Background: an optimization exercise with open tools, aiming at small area, a short achievable clock period and few clock cycles. Do not read the settings as production practice. Only simulation tests tie the RTL to the original design; equivalence was not proved. No activity file was given, so power comes from the tool's default toggle rates.

==> flow/design.v <==
package lua_cpu_pkg;
	typedef logic [32-1:0] word_t;
	typedef logic [5-1:0] reg_idx_t;
	typedef logic [5-1:0] ttag_t;
	typedef logic [6-1:0] opcode_t;
	typedef enum logic [1:0] {
		instr_in_progress = 2'd0,
		instr_done = 2'd1,
		instr_not_impl = 2'd3
	} instr_status_e;
	typedef enum logic [1:0] {
		src_instr = 2'd0,
		src_dumper = 2'd1,
		src_external = 2'd3
	} write_src_e;
	typedef enum logic [1:0] {
		cmd_run = 2'd0,
		cmd_load_reg = 2'd1,
		cmd_load_type = 2'd2,
		cmd_load_base = 2'd3
	} cmd_e;
	typedef enum logic [3:0] {
		ex_idle = 4'd0,
		ex_fetch_pc = 4'd1,
		ex_fetch_instr = 4'd2,
		ex_exec_instr = 4'd3,
		ex_store_pc = 4'd4,
		ex_store_regs = 4'd5,
		ex_load_reg = 4'd6,
		ex_load_type = 4'd7,
		ex_load_base = 4'd8,
		ex_finish = 4'd15
	} ex_state_e;
	typedef enum logic [1:0] {
		dp_idle = 2'd0,
		dp_value = 2'd1,
		dp_type = 2'd2,
		dp_end = 2'd3
	} dump_phase_e;
endpackage
`timescale 1ns/1ps
module lua_cpu (
	input logic clk,
	input logic rst,
	input logic start,
	input lua_cpu_pkg::cmd_e n,
	input lua_cpu_pkg::word_t dataa,
	input lua_cpu_pkg::word_t datab,
	output logic done,
	output lua_cpu_pkg::word_t result,
	output lua_cpu_pkg::word_t mem_address,
	output lua_cpu_pkg::word_t mem_writedata,
	output logic mem_read,
	output logic mem_write,
	input lua_cpu_pkg::word_t mem_readdata,
	input logic mem_waitrequest
);
	localparam logic [2:0] S_IDLE = 3'd0;
	localparam logic [2:0] S_RPC = 3'd1;	 
	localparam logic [2:0] S_FETCH = 3'd2;	 
	localparam logic [2:0] S_DUMP = 3'd3;	 
	localparam logic [2:0] S_DUMPT = 3'd4;	 
	logic [2:0] st;
	logic rd, wr;
	logic [31:0] addr, wdata, ir;
	logic [4:0] tl;
	logic ex;
	logic ld_v, ld_t;
	logic ld_hit;
	logic [4:0] ld_idx;
	logic [31:0] ld_data;
	logic [31:0] base;
	logic [31:0] V [32];
	logic [4:0] T [32];
	logic [31:0] vv, vt, dirty;
	assign mem_read = rd;
	assign mem_write = wr;
	assign mem_address = addr;
	assign mem_writedata = wdata;
	assign result = ir;
	logic acc;
	assign acc = (rd || wr) && !mem_waitrequest;
	logic in_move;
	assign in_move = (mem_readdata[6-1:0] == 6'd0);
	logic [31:0] d_eff, ffs_oh_c;
	logic [4:0] ffs_idx_c;
	logic [31:0] ffs_oh;
	logic [4:0] ffs_idx;
	logic any_dirty;
	always_comb begin
		logic seen;
		for (int i = 0; i < 32; i++)
			d_eff[i] = dirty[i] | (ex && ir[10:6] == 5'(i));
		seen = 1'b0;
		for (int i = 0; i < 32; i++) begin
			ffs_oh_c[i] = d_eff[i] && !seen;
			seen = seen | d_eff[i];
		end
		for (int k = 0; k < 5; k++) begin
			ffs_idx_c[k] = 1'b0;
			for (int i = 0; i < 32; i++)
				if (i[k]) ffs_idx_c[k] = ffs_idx_c[k] | ffs_oh_c[i];
		end
	end
	always_ff @(posedge clk) begin
		ffs_oh <= ffs_oh_c;
		ffs_idx <= ffs_idx_c;
		any_dirty <= |d_eff;
	end
	logic [4:0] ir_a, ir_b;
	assign ir_a = ir[10:6];
	assign ir_b = ir[18:14];
	logic [31:0] rsel;
	logic [31:0] rdv;
	logic [4:0] rdt;
	always_comb begin
		for (int i = 0; i < 32; i++)
			rsel[i] = ex ? (ir_b == 5'(i)) : ffs_oh[i];
		rdv = '0;
		rdt = '0;
		for (int i = 0; i < 32; i++) begin
			rdv = rdv | (V[i] & {32{rsel[i] & vv[i]}});
			rdt = rdt | (T[i] & {5{rsel[i] & vt[i]}});
		end
	end
	logic [4:0] widx;
	logic wen_v, wen_t;
	logic [31:0] wdv;
	logic [4:0] wdt;
	always_comb begin
		widx = ex ? ir_a : ld_idx;
		wen_v = ex || (ld_v && ld_hit);
		wen_t = ex || (ld_t && ld_hit);
		wdv = ex ? rdv : ld_data;
		wdt = ex ? rdt : ld_data[4:0];
	end
	always_ff @(posedge clk) begin
		for (int i = 0; i < 32; i++) begin
			if (wen_v && widx == 5'(i)) V[i] <= wdv;
			if (wen_t && widx == 5'(i)) T[i] <= wdt;
		end
	end
	always_ff @(posedge clk or posedge rst) begin
		if (rst) begin
			vv <= '0;
			vt <= '0;
		end else begin
			for (int i = 0; i < 32; i++) begin
				if (wen_v && widx == 5'(i)) vv[i] <= 1'b1;
				if (wen_t && widx == 5'(i)) vt[i] <= 1'b1;
			end
		end
	end
	logic [31:0] slot_ofs;
	assign slot_ofs = dataa - base;
	always_ff @(posedge clk) begin
		ld_hit <= (slot_ofs[31:8] == 24'd0);
		ld_idx <= slot_ofs[7:3];
		ld_data <= datab;
	end
	always_ff @(posedge clk or posedge rst) begin
		if (rst) begin
			ld_v <= 1'b0;
			ld_t <= 1'b0;
			base <= '0;
		end else begin
			ld_v <= (st == S_IDLE) && start && (n == lua_cpu_pkg::cmd_load_reg);
			ld_t <= (st == S_IDLE) && start && (n == lua_cpu_pkg::cmd_load_type);
			if ((st == S_IDLE) && start && (n == lua_cpu_pkg::cmd_load_base))
				base <= dataa;
		end
	end
	always_ff @(posedge clk or posedge rst) begin
		if (rst) begin
			st <= S_IDLE;
			rd <= 1'b0;
			wr <= 1'b0;
			done <= 1'b0;
			ex <= 1'b0;
			dirty <= '0;
		end else begin
			done <= 1'b0;
			ex <= 1'b0;
			if (ex)
				dirty[ir_a] <= 1'b1;
			case (st)
				S_IDLE: begin
					if (start) begin
						if (n == lua_cpu_pkg::cmd_run) begin
							rd <= 1'b1;
							st <= S_RPC;
						end else
							done <= 1'b1;
					end
				end
				S_RPC: if (acc) st <= S_FETCH;
				S_FETCH: begin
					if (acc) begin
						if (in_move)
							ex <= 1'b1;
						else begin
							rd <= 1'b0;
							wr <= 1'b1;
							st <= S_DUMP;
						end
					end
				end
				S_DUMP: begin
					if (acc) begin
						if (any_dirty) begin
							dirty <= dirty & ~ffs_oh;
							st <= S_DUMPT;
						end else begin
							wr <= 1'b0;
							done <= 1'b1;
							st <= S_IDLE;
						end
					end
				end
				S_DUMPT: if (acc) st <= S_DUMP;
				default: st <= S_IDLE;
			endcase
		end
	end
	always_ff @(posedge clk) begin
		case (st)
			S_IDLE: begin
				addr <= dataa + 32'd20;
			end
			S_RPC: if (acc) addr <= mem_readdata;
			S_FETCH: begin
				if (acc) begin
					ir <= mem_readdata;
					wdata <= addr + 32'd4;
					addr <= in_move ? addr + 32'd4 : dataa + 32'd20;	 
				end
			end
			S_DUMP: begin
				if (acc) begin
					addr <= base + {ffs_idx, 3'b000};
					wdata <= rdv;
					tl <= rdt;
				end
			end
			S_DUMPT: begin
				if (acc) begin
					addr <= addr + 32'd4;
					wdata <= {27'd0, tl};
				end
			end
			default: ;
		endcase
	end
endmodule
clock: 13.0 ns
lec_check: 0
abc_clock_period_in_ps: 4000
cap_margin: 20
core_margin: 2
core_utilization: 30
place_density: 0.4
slew_margin: 20
run.sh (not shown) runs the stock make flow with config.mk's settings and CLKGATE_MAP_FILE= SYNTH_SCRIPT=/design/flow/synth_recipe.tcl, a recipe that flattens the netlist after the stock synthesis.
Testbench counts at the start, summed over its fixed seeds: cycles 44,547.
==> next run, changes <==
- CORE_UTILIZATION: 30 -> 55
- PLACE_DENSITY: 0.4 -> 0.65
Result: Hold slack stays flat; synthesized cell count is unchanged; power fell by 3.8%; non-clock buffer count fell by 14; global-route usage rose by 12 points; cell area fell by 2.9%; utilization rose by 28 points; clock-buffer cell count fell by 46; setup slack gains 0.27 ns; register-to-register slack gains 0.27 ns.

[re-timing with driven ports]
The results above use ideal ports. As a check the final layouts listed here were re-extracted and re-timed, cells and wires unchanged.
Step 1 assumes that a clkbuf_16 drives the clock port and a buf_2 every other input.
Step 2 also shifts input and output timing later by t, the mid clock arrival at the registers, as if the neighbouring blocks saw the same clock.
a / b / c = ideal / step 1 / step 2; a / b = the first two.
run | shift t [ns] | slack for setup (ns) | hold WS [ns] | slew at the worst register clock pin (ns) | pins driven straight from the clock port
the first run | 0.900 | 7.181 / 7.181 / 6.771 | 0.456 / 0.456 / 0.456 | 0.07 / 0.07 | 1
the second run | 0.843 | 7.449 / 7.449 / 6.720 | 0.455 / 0.455 / 0.455 | 0.07 / 0.07 | 1
After both steps every run listed still meets setup and hold. For the second run, which loses most, drivers alone change the setup slack by 0.000 ns; drivers and shift together by -0.729 ns.
